This design comes from an exercise in tuning for small area, a short achievable clock period and few clock cycles per item on the open sky130 flow, not from production work. In this exercise RTL edits were held to simulation tests only and were not proved equivalent to the original. Power is estimated from default activity; no workload was simulated.

Design dcache, start of the top module:
module dcache #(
  parameter int LINES = 16,
  parameter int WORDS = 4,
  parameter int EK    = 4    
) (
  input  logic        clk,
  input  logic        reset,
  input  logic        read,
  input  logic        write,
  input  logic [31:0] address,
  input  logic [31:0] data_in,
  output logic [31:0] data_out,
  output logic        hit,
  output logic        done,
  output logic        busy,
  output logic        mem_req,
  output logic        mem_we,
  output logic [31:0] mem_addr,
  output logic [31:0] mem_wdata,
  input  logic [31:0] mem_rdata,
  input  logic        mem_ack
);
==> flow/config.mk <==
export PLATFORM = sky130hd
export DESIGN_NAME = dcache
export DESIGN_NICKNAME = dcache
export VERILOG_FILES = /design/flow/design.v
export SDC_FILE = /design/flow/constraint.sdc
export NUM_CORES = 4
export LEC_CHECK = 0
export CAP_MARGIN = 20
export CORE_MARGIN = 2
export CORE_UTILIZATION = 50
export CTS_CLUSTER_DIAMETER = 100
export CTS_CLUSTER_SIZE = 30
export SLEW_MARGIN = 20
==> flow/constraint.sdc <==
create_clock -name core_clock -period 8.5 [get_ports {clk}]
set_input_delay 1.7000 -clock core_clock [delete_from_list [all_inputs] [get_ports {clk}]]
set_output_delay 1.7000 -clock core_clock [all_outputs]
set_load 0.01 [all_outputs]
standard.sh (not shown) runs the stock make flow with config.mk's settings and CLKGATE_MAP_FILE= SYNTH_SCRIPT=/design/flow/synth_recipe.tcl, a recipe that flattens the netlist after the stock synthesis.
==> flow/flow/run.sh <==
#!/bin/bash
# The standard layout (standard.sh, unchanged synthesis and steps) with two
# settings passed through the environment:
#  - port buffers made from buf_4 cells instead of the resizer's default pick
#    (a slow clkdlybuf4s50_1 that later repair cannot resize across footprints);
set -o pipefail
export BUFFER_PORTS_ARGS="-buffer_cell sky130_fd_sc_hd__buf_4"
export SETUP_SLACK_MARGIN=5.4
bash standard.sh > standard.log 2>&1
Testbench counts at the start, summed over its fixed seeds: cycles 153,843, items 24,000.
Next try:
- CORE_UTILIZATION: 50 -> 60
- CTS_CLUSTER_SIZE: 30 -> 20
Outcome:
- The new run passed the timing, DRC and antenna checks
- synthesized cell count stays the same
- cell area climbs by 1.3%
- count of clock-buffer cells in the layout went up by 57
Next try:
- CORE_UTILIZATION: 60 -> 40
The new run went through all stages and came out clean.
Power increases slightly.
Hold slack gets worse by 0.029 ns.
Area after synthesis is unchanged.
Worst setup slack hardly moves.
Cell area increases by a few percent.
Utilization decreases by 21 points.
Die area increases by well over a third.
Wire length increases by a few percent.
Global-route usage decreases by 11 points.
Synthesized cell count is unchanged.
Sequential share of layout area decreases by 1.3 points.
Next try:
--- a/flow/flow/run.sh
+++ b/flow/flow/run.sh
@@ -6,4 +6,4 @@
 set -o pipefail
 export BUFFER_PORTS_ARGS="-buffer_cell sky130_fd_sc_hd__buf_4"
-export SETUP_SLACK_MARGIN=5.4
+export SETUP_SLACK_MARGIN=5.7
 bash standard.sh > standard.log 2>&1
- CORE_UTILIZATION: 40 -> 50
- CTS_CLUSTER_SIZE: 20 -> 25
Design area decreases slightly.
Setup slack degrades by 0.053 ns.
Worst hold slack improves by 0.0085 ns.
First-iteration DRC count increases by a quarter to a third.
Wire length increases by a little under a tenth.
Count of clock-buffer cells in the layout decreases by 38.

========
dcache, a different RTL version from the one above (not shown whole).
For scale: about 5500 cells after synthesis, roughly 2600 flip-flops, about 200 I/O pins, roughly 0.096 mm2 of cells after synthesis.
==> flow/config.mk <==
export PLATFORM = sky130hd
export DESIGN_NAME = dcache
export DESIGN_NICKNAME = dcache
export VERILOG_FILES = /design/flow/design.v
export SDC_FILE = /design/flow/constraint.sdc
export NUM_CORES = 4
export LEC_CHECK = 0
export CAP_MARGIN = 20
export CORE_MARGIN = 2
export CORE_UTILIZATION = 40
export SLEW_MARGIN = 20
==> flow/constraint.sdc <==
create_clock -name core_clock -period 8.5 [get_ports {clk}]
set_input_delay 1.7000 -clock core_clock [delete_from_list [all_inputs] [get_ports {clk}]]
set_output_delay 1.7000 -clock core_clock [all_outputs]
set_load 0.01 [all_outputs]
run.sh (not shown) runs the stock make flow with config.mk's settings and CLKGATE_MAP_FILE= SYNTH_SCRIPT=/design/flow/synth_recipe.tcl, a recipe that flattens the netlist after the stock synthesis.
Stock flow here: none of the scripts above is used.
The first run completed without violations.
Testbench counts at the start, summed over its fixed seeds: cycles 159,747, items 24,000.
Then changed:
--- a/flow/config.mk
+++ b/flow/config.mk
@@ -10,0 +11 @@
+export SETUP_SLACK_MARGIN = 5
Result: The new run completed with no timing, DRC or antenna violations. Power climbs by 5.1%. Global-route usage climbs by 3.2 points. Worst hold slack is about the same. Cell area climbs by 7.3%. Die area is unchanged. First-iteration DRC count climbs by 13%. Via count climbs by 8.7%. Synthesized cell count does not change.

========
dcache with an RTL version that a note above also has.
Size: ~200 I/O pins.
Settings: LEC_CHECK=0, CAP_MARGIN=20, CORE_MARGIN=2, CORE_UTILIZATION=50, CTS_CLUSTER_DIAMETER=100, CTS_CLUSTER_SIZE=25, SLEW_MARGIN=20; clock period 8.5 ns.
standard.sh (not shown) runs the stock make flow with config.mk's settings and CLKGATE_MAP_FILE= SYNTH_SCRIPT=/design/flow/synth_recipe.tcl, a recipe that flattens the netlist after the stock synthesis.
==> flow/flow/run.sh <==
#!/bin/bash
# The standard layout (standard.sh, unchanged synthesis and steps) with two
# settings passed through the environment:
#  - port buffers made from buf_4 cells instead of the resizer's default pick
#    (a slow clkdlybuf4s50_1 that later repair cannot resize across footprints);
set -o pipefail
export BUFFER_PORTS_ARGS="-buffer_cell sky130_fd_sc_hd__buf_4"
export SETUP_SLACK_MARGIN=5.4
bash standard.sh > standard.log 2>&1
The baseline passed the timing, DRC and antenna checks.
Testbench counts at the start, summed over its fixed seeds: cycles 153,843, items 24,000.
Rerun with:
Settings changed: CTS_CLUSTER_SIZE 25 to 20.
Hold slack degrades by 0.0047 ns.
Maximum frequency stays flat.
Utilization came out higher by 0.62 points.
Clock skew came out lower by 0.011 ns.
Clock power came out higher by about a fifth.
Synthesized cell count is unchanged.

========
The RTL this note starts from:
==> flow/design.v <==
module dcache #(
  parameter int LINES = 16,
  parameter int WORDS = 4,
  parameter int EK    = 4    
) (
  input  logic        clk,
  input  logic        reset,
  input  logic        read,
  input  logic        write,
  input  logic [31:0] address,
  input  logic [31:0] data_in,
  output logic [31:0] data_out,
  output logic        hit,
  output logic        done,
  output logic        busy,
  output logic        mem_req,
  output logic        mem_we,
  output logic [31:0] mem_addr,
  output logic [31:0] mem_wdata,
  input  logic [31:0] mem_rdata,
  input  logic        mem_ack
);
  localparam int IDX = $clog2(LINES);
  localparam int TW  = 28 - IDX;
  localparam int HW  = WORDS / 2;    
  logic        st_look;     
  logic        st_look2;    
  logic        st_refill;   
  logic        st_wmem;     
  logic        st_wdly;     
  logic        ph;        
  logic [31:2] ma;        
  logic [1:0]  roff;      
  logic        wfirst;    
  logic        pend;      
  logic [1:0]  pw;        
  logic [LINES-1:0]       valid;
  logic [EK-1:0]          tlow   [LINES];
  logic [TW-1:EK]         tslot0 [LINES/2];
  logic [TW-1:EK]         tslot1 [LINES/2];
  logic [HW-1:0][31:0]    slot0 [LINES];
  logic [HW-1:0][31:0]    slot1 [LINES];
  logic [IDX-1:0] ridx;
  logic [TW-1:0]  rtag;
  logic           lhit, last, unused_lsb;
  assign ridx = ma[3+IDX:4];
  assign rtag = ma[31:4+IDX];
  logic [LINES-1:0]       lsel;
  logic [LINES/2-1:0][1:0] tsl;   
  logic [HW-1:0][LINES-1:0] rsel;  
  logic                   late;   
  logic [TW-1:0]          tsel;
  logic [31:0]            rword;
  logic [HW-1:0][31:0]    rline;
  logic                   vsel;
  always_comb begin
    tsel = '0;
    rword = '0;
    vsel = 1'b0;
    rline = '0;
    for (int p = 0; p < LINES/2; p++)
      tsel[TW-1:EK] = tsel[TW-1:EK] | ({(TW-EK){tsl[p][0]}} & tslot0[p])
                                    | ({(TW-EK){tsl[p][1]}} & tslot1[p]);
    for (int i = 0; i < LINES; i++) begin
      tsel[EK-1:0] = tsel[EK-1:0] | ({EK{lsel[i]}} & tlow[i]);
      vsel = vsel | (lsel[i] & valid[i]);
      for (int h = 0; h < HW; h++)
        rline[h] = rline[h] | ({32{rsel[h][i]}} & slot0[i][h]);
    end
    for (int h = 0; h < HW; h++)
      rword = rword | rline[h];
  end
  assign lhit = vsel && (tsel == rtag);
  logic [IDX-1:0] aidx;
  logic           emiss;
  assign aidx  = address[3+IDX:4];
  assign emiss = !valid[aidx] || (tlow[aidx] != address[4+IDX+EK-1:4+IDX]);
  assign last = (ma[3:2] == roff);
  assign mem_addr = {ma, 2'b00};
  assign unused_lsb = ^address[1:0];
  logic          dnow;     
  logic [HW-1:0] ldir, lstg, ld;
  logic [HW-1:0][31:0] wbus;
  always_comb begin
    dnow = st_refill && mem_ack && (ma[3] != ph);
    for (int h = 0; h < HW; h++) begin
      ldir[h] = dnow && (ma[2] == h[0]);
      lstg[h] = pend && (pw[1] != ph) && (pw[0] == h[0]);
      ld[h]   = ldir[h] || lstg[h];
      wbus[h] = lstg[h] ? mem_wdata : mem_rdata;
    end
  end
  always_ff @(posedge clk or posedge reset) begin
    if (reset) begin
      st_look   <= 1'b0;
      st_look2  <= 1'b0;
      st_refill <= 1'b0;
      st_wmem   <= 1'b0;
      st_wdly   <= 1'b0;
      ph        <= 1'b0;
      busy      <= 1'b0;
      done      <= 1'b0;
      hit       <= 1'b0;
      mem_req   <= 1'b0;
      pend      <= 1'b0;
      valid     <= '0;
    end else begin
      ph <= !ph;
      if (!busy) begin
        hit       <= 1'b0;
        done      <= 1'b0;
        pend      <= 1'b0;
        busy      <= write | read;
        st_wmem   <= write;
        st_refill <= !write && read && emiss;
        st_look   <= !write && read && !emiss;
        mem_req   <= write | (read && emiss);
      end else begin
        st_look   <= 1'b0;
        st_look2  <= st_look && lhit && late;
        st_wdly   <= st_wmem && mem_ack && wfirst && lhit && (ma[3] != ph);
        st_refill <= (st_look && !lhit) || (st_refill && !(mem_ack && last));
        st_wmem   <= st_wmem && !mem_ack;
        mem_req   <= (st_look && !lhit) || (st_refill && !(mem_ack && last))
                  || (st_wmem && !mem_ack);
        if (st_look || st_wmem) hit <= lhit;
        pend <= (st_refill && mem_ack && (ma[3] == ph)) || (st_wmem && lhit) || st_wdly;
        done <= (st_look && lhit && !late) || st_look2 || (st_refill && mem_ack && last)
             || (st_wmem && mem_ack && !(wfirst && lhit && (ma[3] != ph))) || st_wdly;
        busy <= !((st_look && lhit && !late) || st_look2 || (st_refill && mem_ack && last)
               || (st_wmem && mem_ack && !(wfirst && lhit && (ma[3] != ph))) || st_wdly);
        if (st_refill) valid[ridx] <= 1'b1;
      end
    end
  end
  always_ff @(posedge clk) begin
    wfirst <= !busy;
    if (st_refill || st_wmem) pw <= ma[3:2];
    data_out <= (st_look || st_look2) ? rword : mem_rdata;
    for (int p = 0; p < LINES/2; p++) tsl[p] <= {tsl[p][0], tsl[p][1]};
    if (!busy) begin
        lsel      <= LINES'(1) << address[3+IDX:4];
        tsl       <= LINES'(1) << {address[3+IDX:5], address[4] ^ !ph};
        for (int h = 0; h < HW; h++)
          rsel[h] <= (address[2] == h[0]) ? LINES'(1) << address[3+IDX:4] : '0;
        late      <= address[3] ^ !ph;
        ma        <= {address[31:4], write ? address[3:2] : address[3:2] + 2'd1};
        roff      <= address[3:2];
        mem_we    <= write;
        mem_wdata <= data_in;
    end else if (st_refill) begin
        mem_wdata <= mem_rdata;
        if (mem_ack) ma[3:2] <= ma[3:2] + 2'd1;
    end
  end
  always_ff @(posedge clk) begin
    for (int i = 0; i < LINES; i++)
      for (int h = 0; h < HW; h++) begin
        slot1[i][h] <= slot0[i][h];
        slot0[i][h] <= (lsel[i] && ld[h]) ? wbus[h] : slot1[i][h];
      end
    if (st_refill) tlow[ridx] <= rtag[EK-1:0];
    for (int p = 0; p < LINES/2; p++) begin
      tslot1[p] <= tslot0[p];
      tslot0[p] <= (st_refill && ridx[IDX-1:1] == (IDX-1)'(p) && ridx[0] != ph)
                   ? rtag[TW-1:EK] : tslot1[p];
    end
  end
endmodule
export LEC_CHECK = 0
export CAP_MARGIN = 20
export CORE_MARGIN = 2
export CORE_UTILIZATION = 50
export CTS_CLUSTER_DIAMETER = 100
export CTS_CLUSTER_SIZE = 25
export SETUP_SLACK_MARGIN = 5
export SLEW_MARGIN = 20
create_clock -name core_clock -period 8.5 [get_ports {clk}]
run.sh (not shown) runs the stock make flow with config.mk's settings and CLKGATE_MAP_FILE= SYNTH_SCRIPT=/design/flow/synth_recipe.tcl, a recipe that flattens the netlist after the stock synthesis.
Stock flow here: none of the scripts above is used.
Testbench counts at the start, summed over its fixed seeds: cycles 153,843, items 24,000.
Next try:
==> flow/flow/run.sh (new file) <==
#!/bin/bash
# The standard layout (standard.sh, unchanged synthesis and steps) with two
# settings passed through the environment:
#  - port buffers made from buf_4 cells instead of the resizer's default pick
#    (a slow clkdlybuf4s50_1 that later repair cannot resize across footprints);
set -o pipefail
export BUFFER_PORTS_ARGS="-buffer_cell sky130_fd_sc_hd__buf_4"
export SETUP_SLACK_MARGIN=5.4
bash standard.sh > standard.log 2>&1
==> flow/standard.sh (new file) <==
#!/bin/bash
# synth_recipe.tcl (not shown) runs the flow's synth.tcl, then flattens the netlist and writes it again
# the make line also repeats each setting of config.mk as NAME=value (left out here)
make -C /OpenROAD-flow-scripts/flow DESIGN_CONFIG=/design/flow/config.mk WORK_HOME=/design/flow/orfs CLKGATE_MAP_FILE= SYNTH_SCRIPT=/design/flow/synth_recipe.tcl "${@:-finish}"
- SETUP_SLACK_MARGIN: 5 -> default
removed: flow/run.sh
- The new run completed with no timing, DRC or antenna violations
- combinational power is higher slightly
- setup slack improves by 0.33 ns
- cell area stays flat
- worst hold slack stays flat
- clock skew rose by 0.012 ns
- register-to-register slack is better by 0.33 ns
- global-route usage goes up by 0.18 points
- critical path depth decreases by 8
- synthesized cell count does not change
- final cell count goes up slightly

-- re-timing with driven ports --
Ports are ideal in the flow. The routed layouts listed here were re-timed in OpenROAD. Step 1 sets driving cells, clkbuf_16 on the clock port and buf_2 on the other inputs (assumed; they add their load-dependent delay and slew). Step 2, shift: input delay + t, output delay - t, t = (earliest + latest rising clock arrival at the registers) / 2. This alone moves slack from input paths to output paths. Three values: ideal ports, drivers, drivers and shift; two values: the first two.
run	shift t [ns]	setup slack, ns	worst setup path after step 2	worst register clock-pin slew, ns	pins driven straight from the clock port
the first run of note 1	0.827	5.279 / 5.221 / 4.435	input to register	0.12 / 0.12	1
the second run of note 1	0.881	5.237 / 5.174 / 4.293	input to register	0.09 / 0.09	1
the third run of note 1	0.906	5.235 / 5.149 / 4.388	input to register	0.09 / 0.09	1
the fourth run of note 1	0.840	5.182 / 5.126 / 4.286	input to register	0.11 / 0.11	1
the first run of note 2	1.005	2.648 / 2.648 / 2.648	register to register	0.07 / 0.07	1
the second run of note 2	1.044	4.198 / 4.198 / 4.198	register to register	0.07 / 0.07	1
the first run of note 3	0.835	5.292 / 5.218 / 4.419	input to register	0.11 / 0.11	1
the second run of note 3	0.874	5.286 / 5.212 / 4.424	input to register	0.09 / 0.09	1
the first run of note 4	0.852	5.021 / 4.985 / 4.147	input to register	0.11 / 0.11	1
the second run of note 4	0.854	5.354 / 5.232 / 4.378	input to register	0.11 / 0.11	1
After both steps every run listed still meets setup and hold. The setup slack of the second run of note 4, which loses most, moves by -0.122 ns with the drivers and by -0.976 ns with both steps.
